This is an optimization exercise on Yosys and OpenROAD, whose aim is small area and a short achievable clock period, not a production implementation.
Only simulation tests tie the RTL to the original design; equivalence was not proved.
Power is estimated from default activity; no workload was simulated.

==> design/flow/design.v <==
module hpm_counters #(
  parameter int XLEN         = 32,
  parameter int CNT_LEN      = 64,
  parameter int N_HPM        = 4,
  parameter int N_EVENTS     = 8,
  parameter int CSR_CMD_LEN  = 3,
  parameter int CSR_ADDR_LEN = 12
) (
  input  logic                    clk,
  input  logic                    reset,
  input  logic [CSR_CMD_LEN-1:0]  cmd,
  input  logic [CSR_ADDR_LEN-1:0] addr,
  input  logic [XLEN-1:0]         wdata,
  input  logic                    retire,
  input  logic [N_EVENTS-1:0]     events,
  output logic [XLEN-1:0]         rdata,
  output logic                    illegal,
  output logic                    ovf_irq
);
  localparam int NC = 3 + N_HPM;    
  localparam int EW = 4;            
  localparam int G  = 4;            
  localparam int NG = 64 / G;
  logic [31:0]   cnt_lo [NC];
  logic [31:0]   cnt_hi [NC];
  logic [NC-1:0] inhibit;
  logic [NC-1:0] ovf;
  logic [EW-1:0] evsel [N_HPM];
  logic is_wr, is_w, is_s, is_c;
  assign is_w  = (cmd == 3'd2);
  assign is_s  = (cmd == 3'd3);
  assign is_c  = (cmd == 3'd4);
  assign is_wr = is_w | is_s | is_c;
  logic [NC-1:0] h_lo, h_hi;
  for (genvar i = 0; i < NC; i++) begin : g_h
    assign h_lo[i] = (addr[2:0] == 3'(i)) & ~addr[7];
    assign h_hi[i] = (addr[2:0] == 3'(i)) &  addr[7];
  end
  logic a_b, a_c, a_cnt, a_7;
  assign a_b   = (addr[11:8] == 4'hB);
  assign a_c   = (addr[11:8] == 4'hC);
  assign a_cnt = (addr[6:3] == 4'h0);
  assign a_7   = (addr[2:0] == 3'd7);
  logic v_rd;       
  logic v_wr;       
  assign v_rd = (a_b | (a_c & ~is_wr)) & a_cnt;
  assign v_wr = is_wr & a_b & a_cnt;
  logic [N_HPM-1:0] s_ev;
  logic s_inh, s_ovf, a_3xx;
  assign a_3xx = (addr[11:3] == 9'h064);    
  assign s_inh = a_3xx & (addr[2:0] == 3'd0);
  for (genvar j = 0; j < N_HPM; j++) begin : g_sev
    assign s_ev[j] = a_3xx & (addr[2:0] == 3'(3 + j));
  end
  assign s_ovf = (addr == 12'h7C0);
  logic hit;
  assign hit = ((a_b | a_c) & a_cnt & ~a_7) | s_inh | (|s_ev) | s_ovf;
  assign illegal = (|cmd) & (~hit | (a_c & a_cnt & ~a_7 & is_wr));
  logic [31:0] m_cnt, cur;
  logic [EW-1:0] m_ev;
  logic [NC-1:0] m_small;
  always_comb begin
    m_cnt = '0;
    for (int i = 0; i < NC; i++)
      m_cnt = m_cnt | ({32{h_lo[i]}} & cnt_lo[i]) | ({32{h_hi[i]}} & cnt_hi[i]);
    m_ev = '0;
    for (int j = 0; j < N_HPM; j++)
      m_ev = m_ev | ({EW{s_ev[j]}} & evsel[j]);
  end
  assign m_small = ({NC{s_inh}} & inhibit) | ({NC{s_ovf}} & ovf) | NC'(m_ev);
  assign cur = ({32{v_rd}} & m_cnt) | 32'(m_small);
  assign rdata = cur;
  logic [31:0] nv;
  assign nv = ({32{is_w}} & wdata) | ({32{is_s}} & (cur | wdata)) |
              ({32{is_c}} & cur & ~wdata);
  logic [NC-1:0] ws_lo, ws_hi, w_any;
  assign ws_lo = {NC{v_wr}} & h_lo;
  assign ws_hi = {NC{v_wr}} & h_hi;
  assign w_any = ws_lo | ws_hi;
  logic [N_HPM-1:0] ev_hit;
  for (genvar j = 0; j < N_HPM; j++) begin : g_ev
    logic [15:0] ev_oh;     
    assign ev_oh = 16'd1 << evsel[j];
    assign ev_hit[j] = |(ev_oh[N_EVENTS:1] & events);
  end
  logic [NC-1:0] inc;
  assign inc[0] = ~inhibit[0];
  assign inc[1] = 1'b1;
  assign inc[2] = ~inhibit[2] & retire;
  assign inc[NC-1:3] = ~inhibit[NC-1:3] & ev_hit;
  function automatic logic all_below(input logic [NG-1:0] a, input int g);
    all_below = 1'b1;
    for (int k = 0; k < NG; k++) if (k <= g) all_below = all_below & a[k];
  endfunction
  logic [NC-1:0] wrap;
  for (genvar i = 0; i < NC; i++) begin : g_cnt
    logic [63:0]   q, d;
    logic [NG-1:0] all1;      
    logic [NG:0]   pre;       
    assign q = {cnt_hi[i], cnt_lo[i]};
    for (genvar g = 0; g < NG; g++) begin : g_a
      assign all1[g] = &q[g*G +: G];
    end
    assign pre[0] = 1'b1;
    for (genvar g = 0; g < NG; g++) begin : g_p
      assign pre[g+1] = all_below(all1, g);
    end
    for (genvar g = 0; g < NG; g++) begin : g_grp
      logic [G:0] c;
      assign c[0] = inc[i] & pre[g] & ~w_any[i];
      for (genvar b = 0; b < G; b++) begin : g_b
        assign c[b+1] = c[b] & q[g*G+b];
      end
      assign d[g*G +: G] = q[g*G +: G] ^ c[G-1:0];
    end
    assign wrap[i] = inc[i] & pre[NG] & ~w_any[i];
    always_ff @(posedge clk or negedge reset) begin
      if (!reset) begin
        cnt_lo[i] <= '0;
        cnt_hi[i] <= '0;
      end else begin
        cnt_lo[i] <= ws_lo[i] ? nv : d[31:0];
        cnt_hi[i] <= ws_hi[i] ? nv : d[63:32];
      end
    end
  end
  always_ff @(posedge clk or negedge reset) begin
    if (!reset) begin
      inhibit <= '0;
      ovf     <= '0;
      for (int j = 0; j < N_HPM; j++) evsel[j] <= '0;
    end else begin
      if (is_wr & s_inh) inhibit <= nv[NC-1:0] & 7'b1111101;
      for (int j = 0; j < N_HPM; j++)
        if (is_wr & s_ev[j]) evsel[j] <= nv[EW-1:0];
      ovf <= (((is_wr & s_ovf) ? nv[NC-1:0] : ovf) | wrap) & 7'b1111101;
    end
  end
  assign ovf_irq = |ovf;
endmodule
==> design/flow/flow/run.sh <==
#!/bin/bash
set -o pipefail
bash standard.sh MATCH_CELL_FOOTPRINT=0 \
  BUFFER_PORTS_ARGS="-buffer_cell sky130_fd_sc_hd__buf_1" finish > flow_make.log 2>&1
==> design/flow/standard.sh <==
#!/bin/bash
# synth_recipe.tcl (not shown) runs the flow's synth.tcl, then flattens the netlist and writes it again
# the make line also repeats each setting of config.mk as NAME=value (left out here)
make -C /OpenROAD-flow-scripts/flow DESIGN_CONFIG=/design/flow/config.mk WORK_HOME=/design/flow/orfs CLKGATE_MAP_FILE= SYNTH_SCRIPT=/design/flow/synth_recipe.tcl "${@:-finish}"
==> design/flow/config.mk <==
export PLATFORM = sky130hd
export DESIGN_NAME = hpm_counters
export DESIGN_NICKNAME = hpm_counters
export VERILOG_FILES = /design/flow/design.v
export SDC_FILE = /design/flow/constraint.sdc
export NUM_CORES = 4
export LEC_CHECK = 0
export CAP_MARGIN = 5
export CORE_MARGIN = 2
export CORE_UTILIZATION = 30
export CTS_BUF_LIST = sky130_fd_sc_hd__clkbuf_4
export CTS_CLUSTER_DIAMETER = 40
export CTS_CLUSTER_SIZE = 10
export SETUP_SLACK_MARGIN = 4.0
export SLEW_MARGIN = 5
==> design/flow/constraint.sdc <==
create_clock -name core_clock -period 10.0 [get_ports {clk}]
set_input_delay 2.0000 -clock core_clock [delete_from_list [all_inputs] [get_ports {clk}]]
set_output_delay 2.0000 -clock core_clock [all_outputs]
set_load 0.01 [all_outputs]
==> results of run 1 <==
[metal layers]
| layer | up-vias | GRT usage (%) |
|---|---|---|
| met5 | - | 0 |
| met4 | 8 | 14.98 |
| met3 | 368 | 5.169 |
| met2 | 1336 | 33.85 |
| met1 | 12040 | 28.40 |
| li1 | 11200 | - |
[worst max-delay path: stages]
cell,delay (ps)
buf_1,100
or4_4,620
or2_1,280
o21a_1,210
buf_12,210
a41o_1,240
nand2_2,150
clkbuf_2,160
[stage by stage]
step                      cells  util, %  hold slack, ps  worst slack (ps)
after detailed placement   4275    32.01           506.3              2917
after CTS                  4431    33.83           530.1              3950
final                      4447    34.12           533.4              4004
after global placement     4275    32.01           495.6              2957
after global routing       4447    34.12           579.6              3992
after floorplan            3059        -           472.5              4241
[flip-flops by register name (all words and copies together) (netlist names)]
register	flops
cnt_hi	224
inhibit	6
ovf	6
evsel	16
cnt_lo	224
[power by group]
part | total [µW] | leakage (µW) | switching, µW | internal, µW
Sequential | 2110 | 0.00651 | 102 | 2010
Clock | 1530 | 0.000638 | 844 | 687
Combinational | 408 | 0.00850 | 265 | 142
[cells in the final DEF (no fill, tap or decap), types with 18 or more instances in the layout]
cell type,instances
a21oi_1,34
a221oi_1,20
a222oi_1,20
a22o_1,18
a22oi_1,105
buf_1,85
buf_4,78
clkbuf_4,84
dfrtp_1,476
ha_1,336
inv_1,36
mux2_2,18
mux2i_1,34
nand2_1,522
nand3_1,36
nand4_1,111
nor2_1,156
nor3_1,57
o21ai_0,483
xor2_1,112
[what timing repair did]
| item | in CTS | in global routing |
|---|---|---|
| gates resized for setup | 88 | 18 |
| endpoints found under the setup margin | 41 | 33 |
| gates cloned | 3 | 4 |
| buffers inserted | 17 | 10 |
| pin swaps | 7 | 6 |
[kinds of logic (layout without fill, tap and decap cells)]
| logic type | count (synthesis) | count (layout) |
|---|---|---|
| and+or+nand+nor | 1050 | 1050 |
| buffers and inverters | 243 | 364 |
| adders and majority gates | 336 | 336 |
| muxes | 58 | 58 |
| other | 0 | 2 |
| xor gates and xnor gates | 112 | 112 |
| DFF | 476 | 476 |
| AOI/OAI and AO/OA | 784 | 784 |
[layout make-up]
type                            instances  area (µm²)  share of cell area [%]
Antenna cell                            2       5.005                 0.01551
Clock buffer                           83       623.1                   1.931
Clock inverter                         53       551.8                   1.710
Inverter                               36       135.1                  0.4187
Multi-Input combinational cell       2340       15990                   49.54
Sequential cell                       476       11910                   36.91
Tap cell                             1265        1583                   4.904
Timing Repair Buffer                  192        1478                   4.578
[how the worst max path moves through the flow]
stage                     startpoint         to  slack [ps]  cells after the start
final                        addr[3]   rdata[4]        4000                      8
after CTS                    addr[0]   rdata[1]        3950                      8
after floorplan              addr[7]   rdata[3]        4240                      9
after global placement       addr[1]  rdata[18]        2960                      9
after global routing         addr[0]   rdata[1]        3990                     10
after detailed placement     addr[0]  rdata[25]        2920                      8
==> impl_metrics.csv, run 1 <==
group,metric,value,unit
synthesis,async_flop_share,100.0,%
detailed_routing,finalWirelength,111600,µm
min_path,hp-class,"reg2reg",
clock_tree,htreeDepth,3,
worst_setup_path,worstSetupEndpointType,"primary output",
detailed_routing,highest_layer,"met5",
detailed_routing,final_antenna_net_count,0,
power,p_leak,0.01564,µW
job,maxCapViolations,0,
timing,rsz0062_at_grt,"true",
synthesis,synth_xor_area_share,3.442,%
global_route,grt_pass1_wl,161200,µm
detailed_routing,drtIter0Drc,3000,
synthesis,synth_seq_cells,476,
synthesis,synthAdderAreaFrac,14.75,%
synthesis,synth.top_cells.by_count,"539 x nand2_1, 485 x o21ai_0, 476 x dfrtp_1",
floorplan,io_pins,92,
min_path,whs_path_depth,2,
layout,design_area,0.03227,mm²
timing,report.final.hold_viol_count,0,
floorplan,fp-row-count,113,
clock_tree,cts_tree,"yes",
synthesis,syn_inst,3059,
placed_design,gp_congestion,0.9710,
detailed_routing,wl_per_cell,25.09,µm
placed_design,dp_hpwl,78070,µm
synthesis,synthesis.area,0.02850,mm²
synthesis,synth_top_family_by_area,"simple AND/OR/NAND/NOR gates",
global_route,grt_max_degree,179,
clock_tree,cts-buffers-inserted,76,
clock_tree,clkLatencyLatePin,930,ps
synthesis,yosysSeqAreaShare,41.79,%
clock_tree,holdBufCountCts,0,
synthesis,synth_enable_flop_cells,0,
power,p_per_area,125.4,mW/mm²
synthesis,synth_top_area_cell,"dfrtp_1",
worst_setup_path,r2r-end,"cnt_hi[4][31]",
detailed_routing,firstDrtPassIters,9,
floorplan,dieWidth,312.2,µm
timing,worst_slew_pin_slew,1255,ps
timing,period_minus_slack,5996,ps
layout,layout.nets,3516,
layout,drive_gt1_share,11.26,%
clock_tree,clk_pin_slew,110,ps
worst_setup_path,arrival,4000,ps
synthesis,muxShareOfSynthArea,2.379,%
timing,maxSlewViolCount,0,
synthesis,synth_top_area_share,41.79,%
floorplan,die-height,312.2,µm
timing,max_freq,0.1668,GHz
detailed_routing,vias_per_cell,5.611,
worst_setup_path,rrSetupSlack,5190,ps
timing,fin_worst_skew,105.8,ps
detailed_routing,wl_met2,48790,µm
placed_design,portBuffers,91,
clock_tree,clockBufferDepth,3,
power,p_total,4046,µW
floorplan,coreArea,0.09459,mm²
worst_setup_path,crit_fanout,26,
worst_setup_path,required,8000,ps
min_path,hp-start,"inhibit[3]",
synthesis,post-synth-top-count-cell,"nand2_1",
layout,nFillCells,9739,
global_route,grt_pass1_vias,23610,
global_route,antenna_found_initial,6,
timing,period_share,59.96,%
worst_setup_path,rr_startpoint,"evsel[1][0]",
timing,setup_viol,0,
floorplan,die_area,0.09748,mm²
power,irDropWorstVdd,0.06481,mV
detailed_routing,m1WireLength,43900,µm
timing,slew_headroom,16.04,%
detailed_routing,via_count,24950,
placed_design,placed_area,0.03028,mm²
synthesis,synth_compound_area_share,16.85,%
min_path,hold_end,"inhibit[3]",
synthesis,synth_flop_cell,"dfrtp_1",
synthesis,syn_area_per_cell,9.317,µm²
synthesis,synth_area_leaders,"dfrtp_1 42%, ha_1 15%, o21ai_0 8.5%",
synthesis,yosys.area_share.simple,17.06,%
layout,synthToLayoutAreaGrowth,13.25,%
clock_tree,root_buffer,"clkbuf_4",
detailed_routing,drc,0,
worst_setup_path,r2r_cells,13,
global_route,grt_overflow,0,
synthesis,ys_warn_count,4,
clock_tree,clock-sinks,476,
timing,fin_tns_setup,0,ps
detailed_routing,wl_met3,10960,µm
synthesis,synthDistinctLibCells,83,
floorplan,start_util,30.13,%
status,status,"no timing/DRC/antenna violations",
worst_setup_path,criticalPathCategory,"in2out",
worst_setup_path,start_kind,"input port",
global_route,grt_usage,22.34,%
==> inputs of run 2 (changes only) <==
--- a/design/flow/config.mk
+++ b/design/flow/config.mk
@@ -10,6 +10,7 @@
 export CORE_UTILIZATION = 30
 export CTS_BUF_LIST = sky130_fd_sc_hd__clkbuf_4
 export CTS_CLUSTER_DIAMETER = 40
-export CTS_CLUSTER_SIZE = 10
+export CTS_CLUSTER_SIZE = 8
 export SETUP_SLACK_MARGIN = 4.0
 export SLEW_MARGIN = 5
+export TNS_END_PERCENT = 5
==> run 2 against run 1 <==
Net effect: hold slack worse by 11 ps; non-clock buffer count down 15; area after synthesis unchanged; clock power down 3%; wire length down 0.61%; combinational power down 2%; sequential cell count unchanged; utilization down 0.28 points; synthesized cell count unchanged; critical endpoint is now rdata[6]; largest power group unchanged; highest routed layer unchanged.
==> impl_metrics.csv, run 2 <==
group,metric,value,unit
status,status,"no timing/DRC/antenna violations",
clock_tree,clk_pin_slew,90,ps
timing,period_share,60.59,%
worst_setup_path,critPathSlowestCell,"and3b_4",
layout,final_common_cell,"nand2_1",
synthesis,yosysSeqAreaShare,41.79,%
worst_setup_path,criticalPathCategory,"in2out",
global_route,grt_pass1_vias,23660,
clock_tree,cts-buffers-inserted,82,
placed_design,portBuffers,91,
floorplan,die-height,312.2,µm
timing,fin_tns_setup,0,ps
synthesis,async_flop_share,100.0,%
worst_setup_path,arrival,4060,ps
floorplan,io_pins,92,
floorplan,coreArea,0.09459,mm²
synthesis,synth_area_leaders,"dfrtp_1 42%, ha_1 15%, o21ai_0 8.5%",
floorplan,die_area,0.09748,mm²
clock_tree,cts_tree,"yes",
layout,final_cell_mix,"522 x nand2_1, 483 x o21ai_0, 476 x dfrtp_1",
synthesis,synthDistinctLibCells,83,
detailed_routing,drtIter0Drc,3085,
layout,reg_top3,"cnt_hi x224, cnt_lo x224, evsel x16",
timing,period_minus_slack,6059,ps
synthesis,yosys.area_share.simple,17.06,%
synthesis,muxShareOfSynthArea,2.379,%
synthesis,syn_area_per_cell,9.317,µm²
timing,max_freq,0.1651,GHz
power,p_seq_share,52.8,%
worst_setup_path,required,8000,ps
floorplan,start_util,30.13,%
detailed_routing,drc,0,
clock_tree,root_buffer,"clkbuf_4",
synthesis,post-synth-top-count-cell,"nand2_1",
timing,report.final.hold_viol_count,0,
power,power.share.clock,37.1,%
worst_setup_path,path_cells,"buf_4, buf_12, and3b_4, buf_4, a22o_1, a2bb2oi_1, nand3_1, nand2_1, nand2_1, buf_1",
layout,nFillCells,9754,
timing,fin_worst_skew,117.0,ps
synthesis,synth_top_area_cell,"dfrtp_1",
clock_tree,htreeDepth,3,
power,p_per_area,124.6,mW/mm²
power,p_switching,1176,µW
global_route,grt_max_degree,179,
worst_setup_path,path_delay_family,"buffers and inverters",
placed_design,gp_congestion,0.9710,
timing,setup_viol,0,
detailed_routing,via_count,24810,
clock_tree,clkLatencyLatePin,950,ps
min_path,hp-class,"reg2reg",
layout,drive_gt1_share,10.59,%
global_route,antenna_found_initial,3,
floorplan,fp-row-count,113,
worst_setup_path,crit_fanout,14,
power,switching_share,29.48,%
synthesis,synth_top_family_by_area,"simple AND/OR/NAND/NOR gates",
power,p_leak,0.01553,µW
global_route,grt_usage,22.35,%
power,irDropWorstVdd,0.06892,mV
synthesis,synth_compound_area_share,16.85,%
job,maxCapViolations,0,
placed_design,dp_hpwl,78070,µm
worst_setup_path,critPathBufInv,4,
layout,layout.nets,3507,
worst_setup_path,start_kind,"input port",
global_route,grt_overflow,0,
timing,slew_headroom,14.15,%
layout,synthToLayoutAreaGrowth,12.33,%
global_route,grt_pass1_wl,161200,µm
placed_design,dp_cells,4275,
layout,final_cells,4431,
synthesis,synth_flop_cell,"dfrtp_1",
timing,rsz0062_at_grt,"true",
synthesis,synth.top_cells.by_count,"539 x nand2_1, 485 x o21ai_0, 476 x dfrtp_1",
synthesis,ys_warn_count,4,
clock_tree,holdBufCountCts,0,
power,cell_internal_pwr,2813,µW
clock_tree,clockBufferDepth,3,
synthesis,synth_enable_flop_cells,0,
detailed_routing,finalWirelength,110900,µm
detailed_routing,wl_per_cell,25.02,µm
worst_setup_path,worstSetupEndpointType,"primary output",
synthesis,synth_top_area_share,41.79,%
detailed_routing,firstDrtPassIters,6,
synthesis,synth_xor_area_share,3.442,%
placed_design,placed_area,0.03028,mm²
synthesis,synthesis.area,0.02850,mm²
floorplan,dieWidth,312.2,µm
synthesis,syn_inst,3059,
layout,design_area,0.03201,mm²
timing,worst_slew_pin_slew,1283,ps
synthesis,synthAdderAreaFrac,14.75,%
synthesis,synth_seq_cells,476,
timing,maxSlewViolCount,0,
detailed_routing,final_antenna_net_count,0,
clock_tree,clock-sinks,476,
power,comb_power_share,10.0,%
detailed_routing,vias_per_cell,5.598,
worst_setup_path,max_stage_delay,290,ps
==> run 2: power by group through the flow <==
stage	Combinational (µW)	Clock [µW]	Sequential, µW
CTS	389	1500	2100
detailed placement	372	0	2140
floorplan	217	0	2100
global route	447	1590	2110
finish	401	1480	2110
global placement	366	0	2140
==> run 2: through the flow <==
step	total power (µW)	utilization, %	setup slack (ps)	hold WS (ps)
2_1_floorplan	2313	-	4241	472.5
3_3_place_gp	2507	32.01	2957	495.6
3_5_place_dp	2515	32.01	2917	506.3
4_1_cts	3997	33.65	3937	526.8
5_1_grt	4151	33.84	3913	574.2
6_report	3989	33.85	3941	522.9
==> run 2: timing repair <==
action	CTS	global route
setup buffers	11	3
resized for setup	77	20
endpoints found under the hold margin	0	0
pin swaps	6	4
cloned	3	2
setup endpoints to repair	41	33
==> run 2: cells by family after synthesis <==
logic type,Yosys count
xor gates and xnor gates,112
AOI/OAI and AO/OA,784
and+or+nand+nor,1050
muxes,58
buffers and inverters,243
DFF,476
adders and majority gates,336
==> run 2: worst reg2reg max path: stages, from the launching register on <==
cell     delay [ps]
dfrtp_1         490
mux2i_1         160
mux4_2          480
o21ai_0         310
nand2_1         420
or3_4           640
or3_1           730
nor3_1          660
ha_1            270
ha_1            160
ha_1            150
xor2_1          150
nand2_1          70
o21ai_0         120
==> run 2: area by class of cell <==
class,instances,area [µm²],share of cell area [%]
sequential,476,11910,37.21
timing repair buffer,177,1287,4.022
tap,1265,1583,4.944
clock buffer,96,720.7,2.251
multi-input combinational,2340,15980,49.91
clock inverter,39,391.6,1.223
antenna,2,5.005,0.01563
inverter,36,135.1,0.4221
==> run 2: worst paths after layout <==
kind | start | to | slack (ps) | depth (start not counted)
hold reg to reg | inhibit[3] | inhibit[3] | 520 | 2
setup / recovery | addr[2] | rdata[6] | 3940 | 10
setup reg to reg | evsel[1][0] | cnt_hi[4][31] | 5150 | 13
min in group asynchronous | reset | evsel[3][3] | 1160 | 1
hold / removal | inhibit[3] | inhibit[3] | 520 | 2
max in group asynchronous | reset | cnt_hi[6][21] | 6750 | 3
==> run 2: routing by layer <==
metal  track usage (%)  wire length [µm]  vias to the layer above
li1                  -                 -                    11190
met1             28.57             44020                    11950
met2             33.97             48370                     1297
met3             4.844             10430                      371
met4             14.84              8047                        2
met5                 0                13                        -
==> inputs of run 3 (changes only) <==
--- a/design/flow/config.mk
+++ b/design/flow/config.mk
@@ -11,6 +11,6 @@
 export CTS_BUF_LIST = sky130_fd_sc_hd__clkbuf_4
 export CTS_CLUSTER_DIAMETER = 40
 export CTS_CLUSTER_SIZE = 8
-export SETUP_SLACK_MARGIN = 4.0
+export SETUP_SLACK_MARGIN = 4.2
 export SLEW_MARGIN = 5
 export TNS_END_PERCENT = 5
==> run 3 against run 2 <==
Net effect: still clean; wire length rose by 2.7%; first-iteration DRC count is 3.2% higher; combinational power is 6.2% higher; register-to-register slack improved by 20 ps; power grew 0.86%; cell count increased by 1.2%; final area grew 2.3%; utilization increased by 0.76 points; global-route usage is 0.59 points higher; critical endpoint is now rdata[7]; clock power hardly changed; area after synthesis unchanged; setup slack better by 120 ps.
==> impl_metrics.csv, run 3 <==
group,metric,value,unit
floorplan,die_area,0.09748,mm²
worst_setup_path,start_kind,"input port",
worst_setup_path,required,8000,ps
timing,max_freq,0.1684,GHz
status,status,"no timing/DRC/antenna violations",
layout,synthToLayoutAreaGrowth,14.87,%
worst_setup_path,critPathBufInv,5,
layout,layout.nets,3561,
layout,drive_gt1_share,12.55,%
worst_setup_path,worstSetupPathDepth,11,
synthesis,post-synth-top-count-cell,"nand2_1",
detailed_routing,firstDrtPassIters,6,
job,maxCapViolations,0,
worst_setup_path,r2r_cells,13,
worst_setup_path,critPathSlowestCell,"nor2_2",
power,p_per_area,122.9,mW/mm²
timing,fin_ws,4061,ps
synthesis,synth_enable_flop_cells,0,
global_route,grt_overflow,0,
detailed_routing,final_antenna_net_count,0,
power,irDropWorstVdd,0.07037,mV
clock_tree,cts-buffers-inserted,82,
detailed_routing,wl_per_cell,25.39,µm
clock_tree,htreeDepth,3,
floorplan,coreArea,0.09459,mm²
min_path,hp-class,"reg2reg",
synthesis,synth_area_leaders,"dfrtp_1 42%, ha_1 15%, o21ai_0 8.5%",
detailed_routing,drc,0,
detailed_routing,via_count,25290,
power,p_total,4023,µW
clock_tree,root_buffer,"clkbuf_4",
synthesis,syn_inst,3059,
placed_design,dp_cells,4275,
worst_setup_path,worstSetupEndpointType,"primary output",
timing,slew_headroom,15.13,%
worst_setup_path,path_delay_family,"buffers and inverters",
global_route,grt_pass1_wl,165100,µm
layout,final_common_cell,"nand2_1",
clock_tree,cts_tree,"yes",
synthesis,synth_flop_cell,"dfrtp_1",
detailed_routing,vias_per_cell,5.638,
synthesis,synthDistinctLibCells,83,
power,p_leak,0.01592,µW
timing,fin_tns_setup,0,ps
timing,worst_slew_pin_slew,1269,ps
timing,period_minus_slack,5939,ps
placed_design,dp_hpwl,78070,µm
floorplan,fp-row-count,113,
layout,nFillCells,9686,
floorplan,start_util,30.13,%
synthesis,ys_warn_count,4,
placed_design,gp_congestion,0.9710,
detailed_routing,finalWirelength,113900,µm
synthesis,async_flop_share,100.0,%
detailed_routing,drtIter0Drc,3183,
global_route,grt_pass1_vias,24120,
layout,final_cells,4486,
timing,maxSlewViolCount,0,
floorplan,dieWidth,312.2,µm
worst_setup_path,max_stage_delay,310,ps
floorplan,io_pins,92,
clock_tree,clkLatencyLatePin,980,ps
floorplan,die-height,312.2,µm
synthesis,synthesis.area,0.02850,mm²
synthesis,yosysSeqAreaShare,41.79,%
synthesis,synth.top_cells.by_count,"539 x nand2_1, 485 x o21ai_0, 476 x dfrtp_1",
timing,rsz0062_at_grt,"true",
global_route,grt_max_degree,179,
worst_setup_path,arrival,3940,ps
clock_tree,clockBufferDepth,3,
timing,fin_worst_skew,140.3,ps
layout,reg_top3,"cnt_hi x224, cnt_lo x224, evsel x16",
synthesis,syn_area_per_cell,9.317,µm²
clock_tree,clk_pin_slew,90,ps
timing,setup_viol,0,
timing,whs,529.5,ps
worst_setup_path,crit_fanout,13,
placed_design,portBuffers,91,
timing,period_share,59.39,%
clock_tree,clock-sinks,476,
synthesis,synth_top_area_share,41.79,%
global_route,grt_usage,22.94,%
synthesis,synth_seq_cells,476,
timing,report.final.hold_viol_count,0,
min_path,whs_path_depth,2,
worst_setup_path,path_cells,"buf_16, buf_12, buf_4, nor4b_4, buf_6, a22o_1, a221oi_1, o21ai_0, nor2_2, nor2_1, buf_1",
worst_setup_path,criticalPathCategory,"in2out",
global_route,antenna_found_initial,4,
placed_design,place_ws,2917,ps
layout,final_cell_mix,"522 x nand2_1, 481 x o21ai_0, 476 x dfrtp_1",
synthesis,synth_top_area_cell,"dfrtp_1",
## run 3: path summary, 6_finish.rpt
check	slack, ps	endpoint	start
max	4060	rdata[7]	addr[7]
min	530	inhibit[3]	inhibit[3]
max reg2reg	5170	cnt_hi[4][31]	evsel[1][0]
min reg2reg	530	inhibit[3]	inhibit[3]
max in group asynchronous	6730	cnt_lo[5][21]	reset
min in group asynchronous	1140	evsel[3][3]	reset
## run 3: worst reg2reg max path: stages, from the launching register on
cell and delay, ps:
dfrtp_1 490, mux2i_1 180, mux4_2 460, o21ai_0 310
nand2_1 430, or3_4 650, or3_1 720, nor3_1 630
ha_1 260, ha_1 160, ha_1 150, xor2_1 150
nand2_1 60, o21ai_0 120
## run 3: metal layers
layer / wire length, µm / vias to the layer above / global-route usage (%)
met5: 30 / - / 0
met4: 8288 / 4 / 15.18
met3: 11100 / 401 / 5.375
met2: 49860 / 1412 / 35.04
met1: 44630 / 12160 / 28.95
li1: - / 11310 / -
## run 3: cells by family after synthesis
logic type      synth area share [%]
simple gates                   17.06
compound gates                 16.85
flops                          41.79
fa+ha+maj                      14.75
buf+inv                        3.723
xor+xnor                       3.442
mux                            2.379
## run 3: stage by stage
stage	instance area [µm²]	utilization [%]
5_1_grt	32730	34.60
6_report	32740	34.61
4_1_cts	32560	34.43
3_5_place_dp	30280	32.01
2_1_floorplan	28500	-
3_3_place_gp	30280	32.01
## run 3: final cells by class
class	instances	area [µm²]	share of cell area (%)
clock inverters	39	391.6	1.196
multi-input cells	2340	16050	49.02
diodes	3	7.507	0.02293
flip-flops and latches	476	11910	36.39
repair buffers	231	1941	5.928
well taps	1265	1583	4.835
inverters	36	135.1	0.4128
clock buffers	96	720.7	2.201
## run 3: report_power, final
part	internal (µW)	switching [µW]	total, µW
clock network	670	818	1490
logic	154	272	426
registers	2010	103	2110
## run 3: repair_timing
item                                    4_1_cts  5_1_grt
pin swaps                                    20        4
endpoints found under the setup margin       67       58
hold buffers                                  0        0
cloned                                       10        2
setup buffers                                53        8
resized for setup                           123       18
==> inputs of run 4 (changes only) <==
--- a/design/flow/config.mk
+++ b/design/flow/config.mk
@@ -11,6 +11,6 @@
 export CTS_BUF_LIST = sky130_fd_sc_hd__clkbuf_4
 export CTS_CLUSTER_DIAMETER = 40
 export CTS_CLUSTER_SIZE = 8
-export SETUP_SLACK_MARGIN = 4.2
+export GPL_TIMING_DRIVEN = 1
+export SETUP_SLACK_MARGIN = 4.0
 export SLEW_MARGIN = 5
-export TNS_END_PERCENT = 5
==> run 4 against run 3 <==
Net effect: setup slack got worse by 61 ps; cell count fell by 1.1%; die area did not move; clock skew fell by 23 ps; utilization fell by 0.64 points; power fell by 0.67%; area after synthesis did not move.
==> impl_metrics.csv, run 4 <==
group,metric,value,unit
layout,final_cells,4435,
timing,worst_slew_pin_slew,1273,ps
synthesis,synth_area_leaders,"dfrtp_1 42%, ha_1 15%, o21ai_0 8.5%",
clock_tree,clkLatencyLatePin,960,ps
worst_setup_path,rr_startpoint,"evsel[1][0]",
placed_design,placed_area,0.03028,mm²
power,p_per_area,124.4,mW/mm²
min_path,hp-start,"inhibit[3]",
layout,final_cell_mix,"522 x nand2_1, 483 x o21ai_0, 476 x dfrtp_1",
timing,fin_worst_skew,117.1,ps
global_route,grt_pass1_wl,161400,µm
timing,period_share,60.00,%
timing,fin_ws,4000,ps
synthesis,synth.top_cells.by_count,"539 x nand2_1, 485 x o21ai_0, 476 x dfrtp_1",
power,p_total,3996,µW
placed_design,dp_hpwl,78070,µm
floorplan,dieWidth,312.2,µm
floorplan,coreArea,0.09459,mm²
min_path,hold_end,"inhibit[3]",
synthesis,yosysSeqAreaShare,41.79,%
clock_tree,holdBufCountCts,0,
global_route,grt_overflow,0,
worst_setup_path,crit_fanout,14,
clock_tree,cts_tree,"yes",
detailed_routing,drc,0,
detailed_routing,firstDrtPassIters,9,
detailed_routing,wl_per_cell,25.24,µm
layout,layout.nets,3512,
layout,final_common_cell,"nand2_1",
worst_setup_path,criticalPathCategory,"in2out",
clock_tree,root_buffer,"clkbuf_4",
layout,synthToLayoutAreaGrowth,12.75,%
worst_setup_path,cp-startpoint,"addr[2]",
worst_setup_path,required,8000,ps
worst_setup_path,r2r_cells,13,
global_route,grt_pass1_vias,23680,
timing,slew_headroom,14.86,%
placed_design,portBuffers,91,
floorplan,die_area,0.09748,mm²
synthesis,synth_top_area_share,41.79,%
synthesis,ys_warn_count,4,
synthesis,synth_flop_cell,"dfrtp_1",
floorplan,io_pins,92,
floorplan,die-height,312.2,µm
synthesis,synth_seq_cells,476,
synthesis,syn_inst,3059,
synthesis,syn_area_per_cell,9.317,µm²
worst_setup_path,r2r-end,"cnt_hi[4][31]",
layout,drive_gt1_share,10.79,%
power,irDropWorstVdd,0.07478,mV
worst_setup_path,rrSetupSlack,5180,ps
power,power.share.clock,37.1,%
power,p_switching,1179,µW
detailed_routing,final_antenna_net_count,0,
worst_setup_path,arrival,4000,ps
synthesis,synthesis.area,0.02850,mm²
timing,report.final.hold_viol_count,0,
synthesis,async_flop_share,100.0,%
floorplan,start_util,30.13,%
floorplan,fp-row-count,113,
placed_design,place_ws,2917,ps
clock_tree,cts-buffers-inserted,82,
power,comb_power_share,10.2,%
synthesis,synth_top_area_cell,"dfrtp_1",
detailed_routing,vias_per_cell,5.627,
power,p_leak,0.01559,µW
power,cell_internal_pwr,2817,µW
timing,period_minus_slack,6000,ps
layout,design_area,0.03213,mm²
synthesis,post-synth-top-count-cell,"nand2_1",
synthesis,synthDistinctLibCells,83,
timing,max_freq,0.1667,GHz
power,switching_share,29.51,%
detailed_routing,drtIter0Drc,2913,
min_path,whs_path_depth,2,
placed_design,dp_cells,4275,
clock_tree,clock-sinks,476,
clock_tree,clk_pin_slew,90,ps
timing,setup_viol,0,
clock_tree,htreeDepth,3,
min_path,hp-class,"reg2reg",
status,status,"no timing/DRC/antenna violations",
power,p_seq_share,52.7,%
timing,rsz0062_at_grt,"true",
global_route,antenna_found_initial,3,
job,maxCapViolations,0,
detailed_routing,via_count,24960,
detailed_routing,finalWirelength,111900,µm
timing,fin_tns_setup,0,ps
clock_tree,clockBufferDepth,3,
synthesis,synth_enable_flop_cells,0,
timing,maxSlewViolCount,0,
worst_setup_path,worstSetupEndpointType,"primary output",
worst_setup_path,start_kind,"input port",
global_route,grt_max_degree,179,
placed_design,gp_congestion,0.9710,
global_route,grt_usage,22.38,%
layout,reg_top3,"cnt_hi x224, cnt_lo x224, evsel x16",
## run 4: cell counts after synthesis
Identical to the previous run, type by type.
## run 4: logic make-up (layout without fill, tap and decap cells)
kind of cell | count (synthesis) | after routing | share of synthesized area [%]
other cells | 0 | 1 | 0
flops | 476 | 476 | 41.79
buf+inv | 243 | 353 | 3.723
mux | 58 | 58 | 2.379
simple gates | 1050 | 1050 | 17.06
fa+ha+maj | 336 | 336 | 14.75
xor+xnor | 112 | 112 | 3.442
compound gates | 784 | 784 | 16.85
## run 4: layout make-up
type | instances | area, µm²
Fill cell | 9747 | 62450
Multi-Input combinational cell | 2340 | 15990
Sequential cell | 476 | 11910
Tap cell | 1265 | 1583
Timing Repair Buffer | 182 | 1396
Clock buffer | 96 | 720.7
Clock inverter | 39 | 391.6
Inverter | 36 | 135.1
Antenna cell | 1 | 2.502
## run 4: critical path: stages
cell and delay (ps):
buf_6 210, buf_12 210, and3b_4 290, buf_4 220, a22o_1 240, a2bb2oi_1 200, nand3_1 160, nand2_1 100
nand2_1 140, buf_1 180
## run 4: repair_timing
action	CTS	global route
gates resized for setup	88	17
gates cloned	3	4
pin swaps	7	7
setup buffers	11	6
endpoints found under the setup margin	41	31
## run 4: how the worst max path moves through the flow
stage,end,cells after the start
2_1_floorplan,rdata[3],9
3_3_place_gp,rdata[18],9
3_5_place_dp,rdata[25],8
4_1_cts,rdata[1],8
5_1_grt,rdata[1],10
6_report,rdata[6],10
## run 4: routing by layer
metal,vias to the layer above,global-route usage [%],share of wire [%]
li1,11190,-,-
met1,12030,28.62,40
met2,1327,34.03,43
met3,408,4.844,9.3
met4,2,14.78,7.7
met5,-,0,0.012
## run 4: power groups by stage
stage               registers [µW]  logic [µW]  clock network, µW
floorplan                     2100         217                  0
CTS                           2100         390               1500
global placement              2140         366                  0
finish                        2110         408               1480
global route                  2110         453               1590
detailed placement            2140         372                  0
## run 4: metrics by stage
| step | utilization [%] | hold WS [ps] |
|---|---|---|
| 2_1_floorplan | - | 472.5 |
| 3_3_place_gp | 32.01 | 495.6 |
| 3_5_place_dp | 32.01 | 506.3 |
| 4_1_cts | 33.71 | 526.8 |
| 5_1_grt | 33.97 | 574.2 |
| 6_report | 33.97 | 524.4 |
==> inputs of run 5 (changes only) <==
==> design/flow/flow/run.sh (replaced) <==
#!/bin/bash
set -o pipefail
bash standard.sh MATCH_CELL_FOOTPRINT=0 REMOVE_ABC_BUFFERS=1 \
  BUFFER_PORTS_ARGS="-buffer_cell sky130_fd_sc_hd__buf_1" finish > flow_make.log 2>&1
--- a/design/flow/config.mk
+++ b/design/flow/config.mk
@@ -11,6 +11,5 @@
 export CTS_BUF_LIST = sky130_fd_sc_hd__clkbuf_4
 export CTS_CLUSTER_DIAMETER = 40
 export CTS_CLUSTER_SIZE = 8
-export GPL_TIMING_DRIVEN = 1
 export SETUP_SLACK_MARGIN = 4.0
 export SLEW_MARGIN = 5
==> run 5 against run 4 <==
Net effect: final area increased by 1.8%; sequential cell count unchanged; power increased by 7.3%; first-iteration DRC count increased by 25%; wire length increased by 3.0%; still clean; via count increased by 2.2%; maximum frequency decreased by 0.69%; combinational power increased by 3%; die area unchanged; clock power increased by 18%; utilization increased by 0.61 points; area after synthesis unchanged.
==> impl_metrics.csv, run 5 <==
group,metric,value,unit
power,switching_share,29.67,%
synthesis,synth_seq_cells,476,
power,power.share.clock,40.9,%
synthesis,ys_warn_count,4,
timing,max_freq,0.1655,GHz
power,irDropWorstVdd,0.07761,mV
min_path,hp-class,"reg2reg",
detailed_routing,wl_met2,48990,µm
global_route,grt_pass1_vias,23810,
detailed_routing,drc,0,
power,comb_power_share,9.8,%
synthesis,syn_area_per_cell,9.317,µm²
synthesis,synth_flop_cell,"dfrtp_1",
clock_tree,clkLatencyLatePin,950,ps
clock_tree,cts-buffers-inserted,95,
worst_setup_path,criticalPathCategory,"in2out",
synthesis,post-synth-top-count-cell,"nand2_1",
timing,period_minus_slack,6041,ps
global_route,grt_max_degree,162,
detailed_routing,wl_per_cell,25.57,µm
timing,rsz0062_at_grt,"true",
detailed_routing,vias_per_cell,5.659,
clock_tree,htreeDepth,3,
floorplan,die-height,312.2,µm
status,status,"no timing/DRC/antenna violations",
clock_tree,clockBufferDepth,3,
placed_design,portBuffers,91,
synthesis,async_flop_share,100.0,%
synthesis,synth_top_area_share,41.79,%
layout,drive_gt1_share,12.76,%
worst_setup_path,crit_fanout,19,
timing,fin_ws,3959,ps
layout,final_common_cell,"nand2_1",
synthesis,synth_top_area_cell,"dfrtp_1",
worst_setup_path,required,8000,ps
placed_design,dp_hpwl,80020,µm
detailed_routing,final_antenna_net_count,0,
floorplan,start_util,30.13,%
timing,period_share,60.41,%
clock_tree,clk_pin_slew,70,ps
global_route,antenna_found_initial,5,
synthesis,syn_inst,3059,
layout,synthToLayoutAreaGrowth,14.78,%
detailed_routing,via_count,25510,
floorplan,die_area,0.09748,mm²
floorplan,coreArea,0.09459,mm²
floorplan,io_pins,92,
layout,final_cell_mix,"522 x nand2_1, 479 x o21ai_0, 476 x dfrtp_1",
worst_setup_path,start_kind,"input port",
placed_design,gp_congestion,0.9617,
placed_design,place_ws,2556,ps
timing,worst_slew_pin_slew,1244,ps
detailed_routing,drtIter0Drc,3635,
global_route,grt_usage,23.19,%
clock_tree,cts_tree,"yes",
synthesis,synthDistinctLibCells,83,
floorplan,dieWidth,312.2,µm
power,cell_internal_pwr,3016,µW
power,p_switching,1273,µW
synthesis,synthesis.area,0.02850,mm²
detailed_routing,finalWirelength,115300,µm
power,p_seq_share,49.3,%
floorplan,fp-row-count,113,
layout,reg_top3,"cnt_hi x224, cnt_lo x224, evsel x16",
worst_setup_path,worstSetupEndpointType,"primary output",
detailed_routing,wl_met3,12020,µm
global_route,grt_overflow,0,
global_route,grt_pass1_wl,166800,µm
timing,setup_viol,0,
synthesis,synth_enable_flop_cells,0,
synthesis,synth_area_leaders,"dfrtp_1 42%, ha_1 15%, o21ai_0 8.5%",
clock_tree,clock-sinks,476,
job,maxCapViolations,0,
power,p_per_area,131.1,mW/mm²
timing,slew_headroom,16.78,%
power,p_leak,0.01591,µW
worst_setup_path,arrival,4040,ps
timing,fin_worst_skew,63.43,ps
synthesis,yosysSeqAreaShare,41.79,%
timing,report.final.hold_viol_count,0,
timing,maxSlewViolCount,0,
clock_tree,holdBufCountCts,0,
timing,fin_tns_setup,0,ps
detailed_routing,firstDrtPassIters,7,
clock_tree,root_buffer,"clkbuf_4",
detailed_routing,m1WireLength,46790,µm
layout,layout.nets,3553,
synthesis,synth.top_cells.by_count,"539 x nand2_1, 485 x o21ai_0, 476 x dfrtp_1",
detailed_routing,highest_layer,"met5",
==> run 5: cell count changes in the layout (fill, tap and decap cells not counted), moves of 4 or more <==
cell	before	now
buf_4	69	98
clkbuf_4	97	112
clkinv_2	12	20
clkinvlp_4	4	11
diode_2	1	6
buf_1	86	82
bufinv_16	8	12
o21ai_0	483	479
==> run 5: cell type report <==
cell class	instances	area, µm²
Antenna cell	6	15.01
Clock buffer	111	833.3
Clock inverter	64	636.9
Fill cell	9674	61870
Inverter	36	135.1
Multi-Input combinational cell	2342	16040
Sequential cell	476	11910
Tap cell	1265	1583
Timing Repair Buffer	208	1562
==> run 5: per-stage QoR <==
stage	util [%]	hold slack (ps)	total power, µW	cells	cell area (µm²)
after floorplan	-	472.5	2288	2852	27570
after global placement	32.06	509.7	2517	4283	30320
after detailed placement	32.06	516.9	2525	4283	30320
after CTS	34.35	532.3	4289	4492	32490
after global routing	34.58	545.0	4460	4508	32710
final	34.58	536.0	4289	4508	32710
==> run 5: power groups by stage <==
stage          Combinational [µW]  Sequential, µW  Clock (µW)
2_1_floorplan                 191            2100           0
3_3_place_gp                  372            2140           0
3_5_place_dp                  380            2140           0
4_1_cts                       405            2110        1780
5_1_grt                       467            2120        1870
6_report                      421            2120        1750
==> run 5: cell families after synthesis <==
group / synth area share (%)
AND/OR/NAND/NOR: 17.06
AO/OA/AOI/OAI: 16.85
flip-flops: 41.79
adder cells (fa/ha/maj): 14.75
buffers and inverters: 3.723
XOR/XNOR: 3.442
multiplexers: 2.379
==> run 5: worst paths after layout <==
| path | slack, ps | startpoint | to | depth (start not counted) |
|---|---|---|---|---|
| max | 3960 | addr[2] | rdata[8] | 11 |
| min | 540 | inhibit[3] | inhibit[3] | 2 |
| max reg2reg | 5280 | evsel[0][0] | cnt_hi[3][19] | 13 |
| min reg2reg | 540 | inhibit[3] | inhibit[3] | 2 |
| max in group asynchronous | 6740 | reset | cnt_hi[2][16] | 3 |
| min in group asynchronous | 1110 | reset | cnt_hi[1][7] | 1 |
==> run 5: routing by layer <==
| layer | GRT usage, % | vias to the layer above |
|---|---|---|
| met5 | 0 | - |
| met1 | 31.26 | 12320 |
| met2 | 34.65 | 1526 |
| li1 | - | 11310 |
| met4 | 12.19 | 2 |
| met3 | 5.209 | 352 |
==> run 5: critical path: stages <==
cell and delay (ps):
buf_12 140, buf_16 180, buf_4 140, nor4b_4 320, buf_6 250, buf_4 200, a22oi_1 100, nand4_1 120
nor2_1 70, nor2_1 270, buf_1 200
==> run 5: timing repair <==
action | in CTS | in global routing
pin swaps | 17 | 13
endpoints found under the setup margin | 48 | 30
cloned | 5 | 3
resized for setup | 95 | 24
buffers inserted | 29 | 7
==> inputs of run 6 (changes only) <==
==> design/flow/flow/run.sh (replaced) <==
#!/bin/bash
set -o pipefail
bash standard.sh MATCH_CELL_FOOTPRINT=0 \
  BUFFER_PORTS_ARGS="-buffer_cell sky130_fd_sc_hd__buf_1" finish > flow_make.log 2>&1
--- a/design/flow/config.mk
+++ b/design/flow/config.mk
@@ -5,11 +5,11 @@
 export SDC_FILE = /design/flow/constraint.sdc
 export NUM_CORES = 4
 export LEC_CHECK = 0
-export CAP_MARGIN = 5
+export CAP_MARGIN = 0
 export CORE_MARGIN = 2
 export CORE_UTILIZATION = 30
 export CTS_BUF_LIST = sky130_fd_sc_hd__clkbuf_4
 export CTS_CLUSTER_DIAMETER = 40
 export CTS_CLUSTER_SIZE = 8
 export SETUP_SLACK_MARGIN = 4.0
-export SLEW_MARGIN = 5
+export SLEW_MARGIN = 0
==> run 6 against run 5 <==
Net effect: clock power is 15% lower; final area is 1.8% lower; power is 6.8% lower; via count is 2.2% lower; area after synthesis stayed put; largest cell class unchanged; highest routed layer unchanged; sequential power hardly changed; largest power group unchanged; still clean; die area stayed put.
==> impl_metrics.csv, run 6 <==
group,metric,value,unit
floorplan,coreArea,0.09459,mm²
clock_tree,clock-sinks,476,
global_route,grt_max_degree,179,
worst_setup_path,critPathSlowestCell,"and3b_4",
detailed_routing,vias_per_cell,5.627,
detailed_routing,wl_per_cell,25.24,µm
layout,layout.nets,3512,
synthesis,synthDistinctLibCells,83,
clock_tree,holdBufCountCts,0,
timing,worst_slew_pin_slew,1273,ps
synthesis,synth_top_area_cell,"dfrtp_1",
layout,design_area,0.03213,mm²
layout,final_cell_mix,"522 x nand2_1, 483 x o21ai_0, 476 x dfrtp_1",
clock_tree,clk_pin_slew,90,ps
worst_setup_path,crit_fanout,14,
floorplan,dieWidth,312.2,µm
synthesis,post-synth-top-count-cell,"nand2_1",
layout,final_util,33.97,%
status,status,"no timing/DRC/antenna violations",
clock_tree,cts_tree,"yes",
worst_setup_path,arrival,4000,ps
worst_setup_path,path_cells,"buf_6, buf_12, and3b_4, buf_4, a22o_1, a2bb2oi_1, nand3_1, nand2_1, nand2_1, buf_1",
clock_tree,cts-buffers-inserted,82,
detailed_routing,via_count,24960,
synthesis,synthesis.area,0.02850,mm²
floorplan,start_util,30.13,%
detailed_routing,final_antenna_net_count,0,
detailed_routing,drtIter0Drc,2913,
placed_design,placed_area,0.03028,mm²
global_route,grt_pass1_wl,161400,µm
timing,fin_tns_setup,0,ps
timing,rsz0062_at_grt,"true",
synthesis,synth_area_leaders,"dfrtp_1 42%, ha_1 15%, o21ai_0 8.5%",
synthesis,syn_inst,3059,
synthesis,synth_flop_cell,"dfrtp_1",
power,irDropWorstVdd,0.07478,mV
timing,max_freq,0.1667,GHz
timing,fin_worst_skew,117.1,ps
clock_tree,root_buffer,"clkbuf_4",
clock_tree,clkLatencyLatePin,960,ps
placed_design,portBuffers,91,
timing,maxSlewViolCount,0,
floorplan,die_area,0.09748,mm²
clock_tree,clockBufferDepth,3,
synthesis,synth_seq_cells,476,
timing,period_minus_slack,6000,ps
worst_setup_path,max_stage_delay,290,ps
clock_tree,htreeDepth,3,
layout,final_common_cell,"nand2_1",
worst_setup_path,critPathBufInv,4,
layout,synthToLayoutAreaGrowth,12.75,%
timing,setup_viol,0,
placed_design,gp_congestion,0.9710,
global_route,grt_overflow,0,
detailed_routing,drc,0,
detailed_routing,finalWirelength,111900,µm
worst_setup_path,crit_top_cell,"nand2_1",
layout,reg_top3,"cnt_hi x224, cnt_lo x224, evsel x16",
worst_setup_path,worstSetupEndpointType,"primary output",
timing,report.final.hold_viol_count,0,
synthesis,ys_warn_count,4,
synthesis,synth_top_area_share,41.79,%
worst_setup_path,path_delay_family,"buffers and inverters",
global_route,grt_pass1_vias,23680,
synthesis,async_flop_share,100.0,%
power,p_leak,0.01559,µW
synthesis,synth.top_cells.by_count,"539 x nand2_1, 485 x o21ai_0, 476 x dfrtp_1",
floorplan,io_pins,92,
synthesis,yosysSeqAreaShare,41.79,%
min_path,hp-class,"reg2reg",
detailed_routing,firstDrtPassIters,9,
placed_design,dp_hpwl,78070,µm
global_route,grt_usage,22.38,%
worst_setup_path,required,8000,ps
synthesis,synth_enable_flop_cells,0,
timing,slew_headroom,14.86,%
worst_setup_path,start_kind,"input port",
power,p_per_area,124.4,mW/mm²
timing,whs,524.4,ps
floorplan,die-height,312.2,µm
global_route,antenna_found_initial,3,
job,maxCapViolations,0,
floorplan,fp-row-count,113,
timing,period_share,60.00,%
synthesis,syn_area_per_cell,9.317,µm²
layout,drive_gt1_share,10.79,%
worst_setup_path,criticalPathCategory,"in2out",
[run 6: worst paths after layout]
check	startpoint	slack, ps	endpoint	depth (start not counted)
setup / recovery	addr[2]	4000	rdata[6]	10
hold / removal	inhibit[3]	520	inhibit[3]	2
setup reg to reg	evsel[1][0]	5180	cnt_hi[4][31]	13
hold reg to reg	inhibit[3]	520	inhibit[3]	2
max in group asynchronous	reset	6750	cnt_lo[2][23]	3
min in group asynchronous	reset	1160	evsel[3][3]	1
[run 6: what timing repair did]
action                     CTS  global route
setup endpoints to repair   41            31
pin swaps                    7             7
resized for setup           88            17
buffers inserted            11             6
cloned                       3             4
[run 6: logic make-up after synthesis]
group / after synthesis / share of synthesized area, %
XOR/XNOR: 112 / 3.442
buffers and inverters: 243 / 3.723
flip-flops: 476 / 41.79
AO/OA/AOI/OAI: 784 / 16.85
AND/OR/NAND/NOR: 1050 / 17.06
adder cells (fa/ha/maj): 336 / 14.75
multiplexers: 58 / 2.379
[run 6: worst reg2reg max path, delay by kind of cell (launching register included)]
family                     cells  cell delay [ps]
and+or+nand+nor                5             2460
muxes                          2              640
adders and majority gates      3              570
DFF                            1              490
AOI/OAI and AO/OA              2              470
xor gates and xnor gates       1              150
[run 6: area by class of cell]
class	count	area [µm²]
fillers	9747	62450
multi-input cells	2340	15990
flip-flops and latches	476	11910
well taps	1265	1583
repair buffers	182	1396
clock buffers	96	720.7
clock inverters	39	391.6
inverters	36	135.1
diodes	1	2.502
[run 6: per-layer routing]
metal | wire length, µm | up-vias | global-route usage, %
met5 | 13 | - | 0
met4 | 8603 | 2 | 14.78
met3 | 10380 | 408 | 4.844
met2 | 48300 | 1327 | 34.03
met1 | 44630 | 12030 | 28.62
li1 | - | 11190 | -
[run 6: where the power goes]
part           total (µW)  leakage (µW)  switching, µW  internal (µW)
combinational         408       0.00844            267            141
sequential           2110       0.00651            102           2010
clock                1480      0.000634            810            670
[run 6: metrics by stage]
step	total power, µW	worst slack [ps]	std cells
after floorplan	2313	4241	3059
after global placement	2507	2957	4275
after detailed placement	2515	2917	4275
after CTS	3998	3950	4424
after global routing	4160	3990	4435
final	3996	4000	4435
==> inputs of run 7 (changes only) <==
==> design/flow/config.mk (replaced) <==
export PLATFORM = sky130hd
export DESIGN_NAME = hpm_counters
export DESIGN_NICKNAME = hpm_counters
export VERILOG_FILES = /design/flow/design.v
export SDC_FILE = /design/flow/constraint.sdc
export NUM_CORES = 4
export LEC_CHECK = 0
export CAP_MARGIN = 5
export CORE_MARGIN = 2
export CORE_UTILIZATION = 30
export CTS_BUF_LIST = sky130_fd_sc_hd__clkbuf_4
export CTS_CLUSTER_DIAMETER = 40
export CTS_CLUSTER_SIZE = 8
export SETUP_SLACK_MARGIN = 4.1
export SLEW_MARGIN = 5
==> run 7 against run 6 <==
Net effect: still clean on timing, DRC and antenna; critical path depth decreased by 1; sequential cell count unchanged; first-iteration DRC count increased by 20%; wire length increased by 2.2%; sequential share of layout area decreased by 1.1 points; count of clock-buffer cells in the layout unchanged; combinational power increased by 6.4%; utilization increased by 1.0 points; final area increased by 3.0%; via count increased by 2.5%; synthesized cell count unchanged; critical endpoint is now rdata[26].
==> impl_metrics.csv, run 7 <==
group,metric,value,unit
detailed_routing,final_antenna_net_count,0,
min_path,hp-class,"reg2reg",
synthesis,synthDistinctLibCells,83,
floorplan,io_pins,92,
power,p_leak,0.01615,µW
clock_tree,holdBufCountCts,0,
timing,slew_headroom,13.79,%
detailed_routing,firstDrtPassIters,6,
synthesis,synth_top_area_cell,"dfrtp_1",
synthesis,synth_flop_cell,"dfrtp_1",
detailed_routing,vias_per_cell,5.667,
synthesis,syn_inst,3059,
placed_design,dp_hpwl,78070,µm
layout,reg_top3,"cnt_hi x224, cnt_lo x224, evsel x16",
synthesis,synth_seq_cells,476,
worst_setup_path,critPathSlowestCell,"a2111oi_4",
synthesis,synthesis.area,0.02850,mm²
timing,worst_slew_pin_slew,1289,ps
worst_setup_path,worstSetupEndpointType,"primary output",
layout,drive_gt1_share,13.92,%
floorplan,dieWidth,312.2,µm
synthesis,synth.top_cells.by_count,"539 x nand2_1, 485 x o21ai_0, 476 x dfrtp_1",
detailed_routing,finalWirelength,114400,µm
status,status,"no timing/DRC/antenna violations",
layout,synthToLayoutAreaGrowth,16.16,%
power,irDropWorstVdd,0.06883,mV
worst_setup_path,path_delay_family,"compound AO/OA/AOI/OAI gates",
power,p_per_area,121.8,mW/mm²
detailed_routing,wl_per_cell,25.33,µm
global_route,grt_pass1_vias,23970,
layout,layout.nets,3591,
worst_setup_path,rr_startpoint,"evsel[1][0]",
worst_setup_path,start_kind,"input port",
placed_design,portBuffers,91,
clock_tree,clk_pin_slew,90,ps
timing,rsz0062_at_grt,"true",
min_path,whs_path_depth,2,
synthesis,async_flop_share,100.0,%
placed_design,gp_congestion,0.9710,
floorplan,fp-row-count,113,
detailed_routing,drc,0,
global_route,antenna_found_initial,5,
synthesis,yosysSeqAreaShare,41.79,%
synthesis,synth_area_leaders,"dfrtp_1 42%, ha_1 15%, o21ai_0 8.5%",
worst_setup_path,max_stage_delay,420,ps
global_route,grt_max_degree,179,
timing,fin_tns_setup,0,ps
clock_tree,clkLatencyLatePin,980,ps
timing,fin_worst_skew,139.8,ps
timing,setup_viol,0,
synthesis,ys_warn_count,4,
timing,period_minus_slack,5950,ps
detailed_routing,drtIter0Drc,3508,
floorplan,coreArea,0.09459,mm²
job,maxCapViolations,0,
detailed_routing,via_count,25590,
worst_setup_path,r2r_cells,13,
worst_setup_path,criticalPathCategory,"in2out",
worst_setup_path,crit_end,"rdata[26]",
global_route,grt_pass1_wl,163600,µm
worst_setup_path,critPathBufInv,4,
floorplan,die-height,312.2,µm
floorplan,die_area,0.09748,mm²
synthesis,synth_enable_flop_cells,0,
synthesis,syn_area_per_cell,9.317,µm²
clock_tree,htreeDepth,3,
global_route,grt_usage,22.69,%
worst_setup_path,crit_fanout,11,
worst_setup_path,required,8000,ps
synthesis,post-synth-top-count-cell,"nand2_1",
layout,final_common_cell,"nand2_1",
worst_setup_path,rrSetupSlack,5080,ps
clock_tree,clockBufferDepth,3,
worst_setup_path,path_cells,"buf_16, buf_12, and4b_4, buf_6, a222oi_1, nand3_2, a2111oi_4, nor2_1, buf_2",
timing,period_share,59.50,%
clock_tree,cts_tree,"yes",
layout,final_cell_mix,"521 x nand2_1, 476 x dfrtp_1, 474 x o21ai_0",
clock_tree,root_buffer,"clkbuf_4",
synthesis,synth_top_area_share,41.79,%
worst_setup_path,worstSetupPathDepth,9,
worst_setup_path,cp-startpoint,"addr[2]",
min_path,hp-start,"inhibit[3]",
clock_tree,clock-sinks,476,
clock_tree,cts-buffers-inserted,82,
global_route,grt_overflow,0,
power,p_total,4031,µW
timing,report.final.hold_viol_count,0,
floorplan,start_util,30.13,%
timing,maxSlewViolCount,0,
worst_setup_path,r2r-end,"cnt_hi[4][31]",
worst_setup_path,arrival,3950,ps
timing,max_freq,0.1681,GHz
[run 7: changes by cell type in the layout (fill, tap and decap cells not counted), sizes merged]
cell / before / now
diode: 1 / 2
buf: 174 / 245
clkbuf: 104 / 112
[run 7: worst min-delay path by stage]
stage | end | slack, ps
finish | inhibit[3] | 520
floorplan | inhibit[4] | 470
CTS | inhibit[5] | 530
global placement | inhibit[3] | 500
global route | inhibit[3] | 570
detailed placement | inhibit[3] | 510
[run 7: per-stage QoR]
step	util (%)	hold WS (ps)	cells	instance area (µm²)	worst slack, ps
after detailed placement	32.01	506.3	4275	30280	2917
final	35.00	524.4	4515	33110	4050
after CTS	34.11	526.8	4455	32260	4097
after global routing	35.00	574.2	4514	33100	4040
after floorplan	-	472.5	3059	28500	4241
after global placement	32.01	495.6	4275	30280	2957
[run 7: metal layers]
metal | routed length [µm] | share of wire (%) | global-route usage [%]
met1 | 45230 | 40 | 28.98
met5 | 16 | 0.014 | 0
met2 | 49790 | 44 | 34.46
met3 | 10800 | 9.4 | 4.665
met4 | 8531 | 7.5 | 15.58
[run 7: cell families after synthesis]
group,share of synthesized area [%]
multiplexers,2.379
AND/OR/NAND/NOR,17.06
buffers and inverters,3.723
XOR/XNOR,3.442
AO/OA/AOI/OAI,16.85
flip-flops,41.79
adder cells (fa/ha/maj),14.75
[run 7: final cells by class]
class / instances / area (µm²)
Fill cell: 9652 / 61480
Sequential cell: 476 / 11910
Tap cell: 1265 / 1583
Antenna cell: 2 / 5.005
Clock inverter: 39 / 391.6
Timing Repair Buffer: 261 / 2248
Clock buffer: 96 / 720.7
Multi-Input combinational cell: 2340 / 16110
Inverter: 36 / 135.1
[run 7: where the power goes]
group | switching [µW] | total (µW) | internal, µW
sequential | 104 | 2110 | 2010
combinational | 274 | 434 | 160
clock | 818 | 1490 | 670
total | 1200 | 4030 | 2840
[run 7: timing repair]
action                                  CTS  global route
pin swaps                                13            26
cloned                                    5             6
setup buffers                            40            52
endpoints found under the setup margin   51            51
resized for setup                       105            89
[run 7: worst reg2reg max path, delay by kind of cell, from the launching register on]
kind | cells | cell delay, ps
AOI/OAI and AO/OA | 2 | 440
xor gates and xnor gates | 1 | 150
adders and majority gates | 3 | 580
and+or+nand+nor | 5 | 2580
DFF | 1 | 490
muxes | 2 | 630
==> inputs of run 8 (changes only) <==
--- a/design/flow/config.mk
+++ b/design/flow/config.mk
@@ -11,5 +11,5 @@
 export CTS_BUF_LIST = sky130_fd_sc_hd__clkbuf_4
 export CTS_CLUSTER_DIAMETER = 40
 export CTS_CLUSTER_SIZE = 8
-export SETUP_SLACK_MARGIN = 4.1
+export SETUP_SLACK_MARGIN = 3.9
 export SLEW_MARGIN = 5
==> run 8 against run 7 <==
Net effect: power fell by 1.1%; area after synthesis did not move; critical endpoint is now rdata[1]; sequential share of layout area rose by 1.3 points; critical path depth fell by 1; still clean on timing, DRC and antenna; cell count fell by 1.8%; combinational power fell by 8.3%; clock skew fell by 25 ps; die area did not move; register-to-register slack improved by 40 ps; via count fell by 2.1%.
==> impl_metrics.csv, run 8 <==
group,metric,value,unit
worst_setup_path,rr_startpoint,"evsel[1][0]",
clock_tree,htreeDepth,3,
layout,final_common_cell,"nand2_1",
detailed_routing,via_count,25060,
timing,worst_slew_pin_slew,1295,ps
global_route,grt_max_degree,179,
power,cell_internal_pwr,2812,µW
floorplan,start_util,30.13,%
clock_tree,clkLatencyLatePin,950,ps
layout,reg_top3,"cnt_hi x224, cnt_lo x224, evsel x16",
min_path,hp-class,"reg2reg",
timing,report.final.hold_viol_count,0,
synthesis,yosysSeqAreaShare,41.79,%
worst_setup_path,cp-startpoint,"addr[0]",
worst_setup_path,r2r_cells,13,
worst_setup_path,rrSetupSlack,5120,ps
detailed_routing,vias_per_cell,5.653,
power,p_total,3988,µW
global_route,grt_pass1_wl,161300,µm
detailed_routing,final_antenna_net_count,0,
timing,setup_viol,0,
layout,final_cell_mix,"523 x nand2_1, 483 x o21ai_0, 476 x dfrtp_1",
synthesis,syn_inst,3059,
detailed_routing,firstDrtPassIters,7,
floorplan,dieWidth,312.2,µm
synthesis,synth_top_area_cell,"dfrtp_1",
global_route,grt_usage,22.39,%
synthesis,synthDistinctLibCells,83,
worst_setup_path,arrival,4110,ps
placed_design,dp_hpwl,78070,µm
timing,maxSlewViolCount,0,
worst_setup_path,crit_fanout,30,
synthesis,ys_warn_count,4,
detailed_routing,drtIter0Drc,2917,
synthesis,synth_area_leaders,"dfrtp_1 42%, ha_1 15%, o21ai_0 8.5%",
worst_setup_path,crit_end,"rdata[1]",
timing,rsz0062_at_grt,"true",
worst_setup_path,path_cells,"buf_8, buf_16, nor2_1, a22oi_1, o2111ai_1, a2111oi_4, o21bai_1, buf_1",
worst_setup_path,critPathSlowestCell,"nor2_1",
clock_tree,clk_pin_slew,90,ps
clock_tree,cts-buffers-inserted,82,
power,p_leak,0.01551,µW
synthesis,syn_area_per_cell,9.317,µm²
detailed_routing,wl_per_cell,25.08,µm
worst_setup_path,start_kind,"input port",
power,comb_power_share,10.0,%
timing,fin_worst_skew,114.8,ps
worst_setup_path,required,8000,ps
synthesis,synth_enable_flop_cells,0,
layout,drive_gt1_share,10.46,%
worst_setup_path,worstSetupPathDepth,8,
timing,period_share,61.12,%
timing,period_minus_slack,6112,ps
layout,layout.nets,3507,
floorplan,die-height,312.2,µm
worst_setup_path,criticalPathCategory,"in2out",
global_route,grt_pass1_vias,23670,
timing,fin_tns_setup,0,ps
synthesis,async_flop_share,100.0,%
worst_setup_path,path_delay_family,"compound AO/OA/AOI/OAI gates",
clock_tree,clock-sinks,476,
floorplan,coreArea,0.09459,mm²
synthesis,synth_seq_cells,476,
floorplan,io_pins,92,
status,status,"no timing/DRC/antenna violations",
power,p_switching,1176,µW
clock_tree,cts_tree,"yes",
timing,max_freq,0.1636,GHz
synthesis,post-synth-top-count-cell,"nand2_1",
worst_setup_path,worstSetupEndpointType,"primary output",
placed_design,gp_congestion,0.9710,
global_route,grt_overflow,0,
worst_setup_path,critPathBufInv,3,
clock_tree,clockBufferDepth,3,
layout,synthToLayoutAreaGrowth,12.18,%
global_route,antenna_found_initial,5,
job,maxCapViolations,0,
synthesis,synth_top_area_share,41.79,%
power,power.share.clock,37.1,%
floorplan,fp-row-count,113,
power,p_per_area,124.7,mW/mm²
power,switching_share,29.50,%
placed_design,portBuffers,91,
worst_setup_path,max_stage_delay,690,ps
synthesis,synth_flop_cell,"dfrtp_1",
worst_setup_path,r2r-end,"cnt_hi[4][31]",
detailed_routing,drc,0,
synthesis,synth.top_cells.by_count,"539 x nand2_1, 485 x o21ai_0, 476 x dfrtp_1",
power,irDropWorstVdd,0.06785,mV
synthesis,synthesis.area,0.02850,mm²
power,p_seq_share,52.9,%
clock_tree,root_buffer,"clkbuf_4",
detailed_routing,finalWirelength,111200,µm
timing,slew_headroom,12.85,%
floorplan,die_area,0.09748,mm²
## run 8: changes by cell type in the layout (fill, tap and decap cells not counted), moves of 5 or more
cell       before  now
clkbuf_16      10    5
o21ai_1        18   11
buf_12         17    8
buf_16          7    2
buf_4         123   70
buf_1          76   86
clkbuf_2        5    0
o21ai_0       474  483
buf_2           5    0
buf_6          15    3
## run 8: how the worst min path moves through the flow
stage,start,endpoint,cells past startpoint
after floorplan,inhibit[4],inhibit[4],2
after global placement,inhibit[3],inhibit[3],2
after detailed placement,inhibit[3],inhibit[3],2
after CTS,inhibit[5],inhibit[5],2
after global routing,inhibit[3],inhibit[3],2
final,inhibit[3],inhibit[3],2
## run 8: cells by family after synthesis
| logic type | after synthesis | share of synthesized area (%) |
|---|---|---|
| buffers and inverters | 243 | 3.723 |
| adder cells (fa/ha/maj) | 336 | 14.75 |
| flip-flops | 476 | 41.79 |
| multiplexers | 58 | 2.379 |
| AO/OA/AOI/OAI | 784 | 16.85 |
| XOR/XNOR | 112 | 3.442 |
| AND/OR/NAND/NOR | 1050 | 17.06 |
## run 8: area by class of cell
cell class / instances / area (µm²)
diodes: 4 / 10.01
clock buffers: 96 / 720.7
clock inverters: 39 / 391.6
fillers: 9762 / 62620
inverters: 36 / 135.1
multi-input cells: 2340 / 15960
flip-flops and latches: 476 / 11910
well taps: 1265 / 1583
repair buffers: 177 / 1260
## run 8: metal layers
layer  routed length (µm)  vias to the layer above  global-route usage, %
met5                   45                        -                      0
met4                 7939                        6                  14.84
met3                10780                      366                  5.103
met2                48720                     1361                  33.97
met1                43680                    12140                  28.54
li1                     -                    11190                      -
## run 8: worst min-delay path: stages, from the launching register on
cell,delay [ps]
dfrtp_1,380
nand2_1,50
o21ai_0,60
## run 8: power by group through the flow
stage	clock network [µW]	logic, µW	registers [µW]
3_5_place_dp	0	372	2140
3_3_place_gp	0	366	2140
6_report	1480	398	2110
5_1_grt	1590	446	2120
2_1_floorplan	0	217	2100
4_1_cts	1500	388	2100
## run 8: what timing repair did
action	CTS	global route
setup buffers	11	3
pin swaps	4	5
hold buffers	0	0
setup endpoints to repair	35	24
resized for setup	70	17
cloned	3	2
## run 8: through the flow
| stage | instances | worst slack (ps) | cell area [µm²] | hold slack (ps) | utilization [%] |
|---|---|---|---|---|---|
| after global routing | 4430 | 3858 | 31960 | 574.2 | 33.79 |
| after global placement | 4275 | 2957 | 30280 | 495.6 | 32.01 |
| after detailed placement | 4275 | 2917 | 30280 | 506.3 | 32.01 |
| after floorplan | 3059 | 4241 | 28500 | 472.5 | - |
| after CTS | 4424 | 3897 | 31810 | 526.8 | 33.63 |
| final | 4433 | 3888 | 31970 | 523.5 | 33.80 |

## afterwards: timing with drivers on the ports
How much do the figures lean on ideal ports? The routed layouts below were timed once more, with nothing changed but the port constraints. Step 1 assumes that a clkbuf_16 drives the clock port and a buf_2 every other input. Step 2 also shifts input and output timing later by t, the mid clock arrival at the registers, as if the neighbouring blocks saw the same clock. a / b / c = no drivers / after step 1 / after step 2; a / b = the first two.
run	t (ns)	setup slack, ns	pins driven straight from the clock port
run 1	0.949	4.004 / 3.836 / 3.482	1
run 2	0.962	3.941 / 3.864 / 3.370	1
run 3	0.977	4.061 / 3.870 / 3.104	1
run 4	0.968	4.000 / 3.888 / 3.438	1
run 5	0.984	3.959 / 3.771 / 3.348	1
run 6	0.968	4.000 / 3.888 / 3.438	1
run 7	0.977	4.050 / 3.854 / 3.125	1
run 8	0.962	3.888 / 3.845 / 3.117	1
After both steps setup and hold are still met in every run listed. For run 3, which loses most, drivers alone change the setup slack by -0.191 ns; drivers and shift together by -0.957 ns.
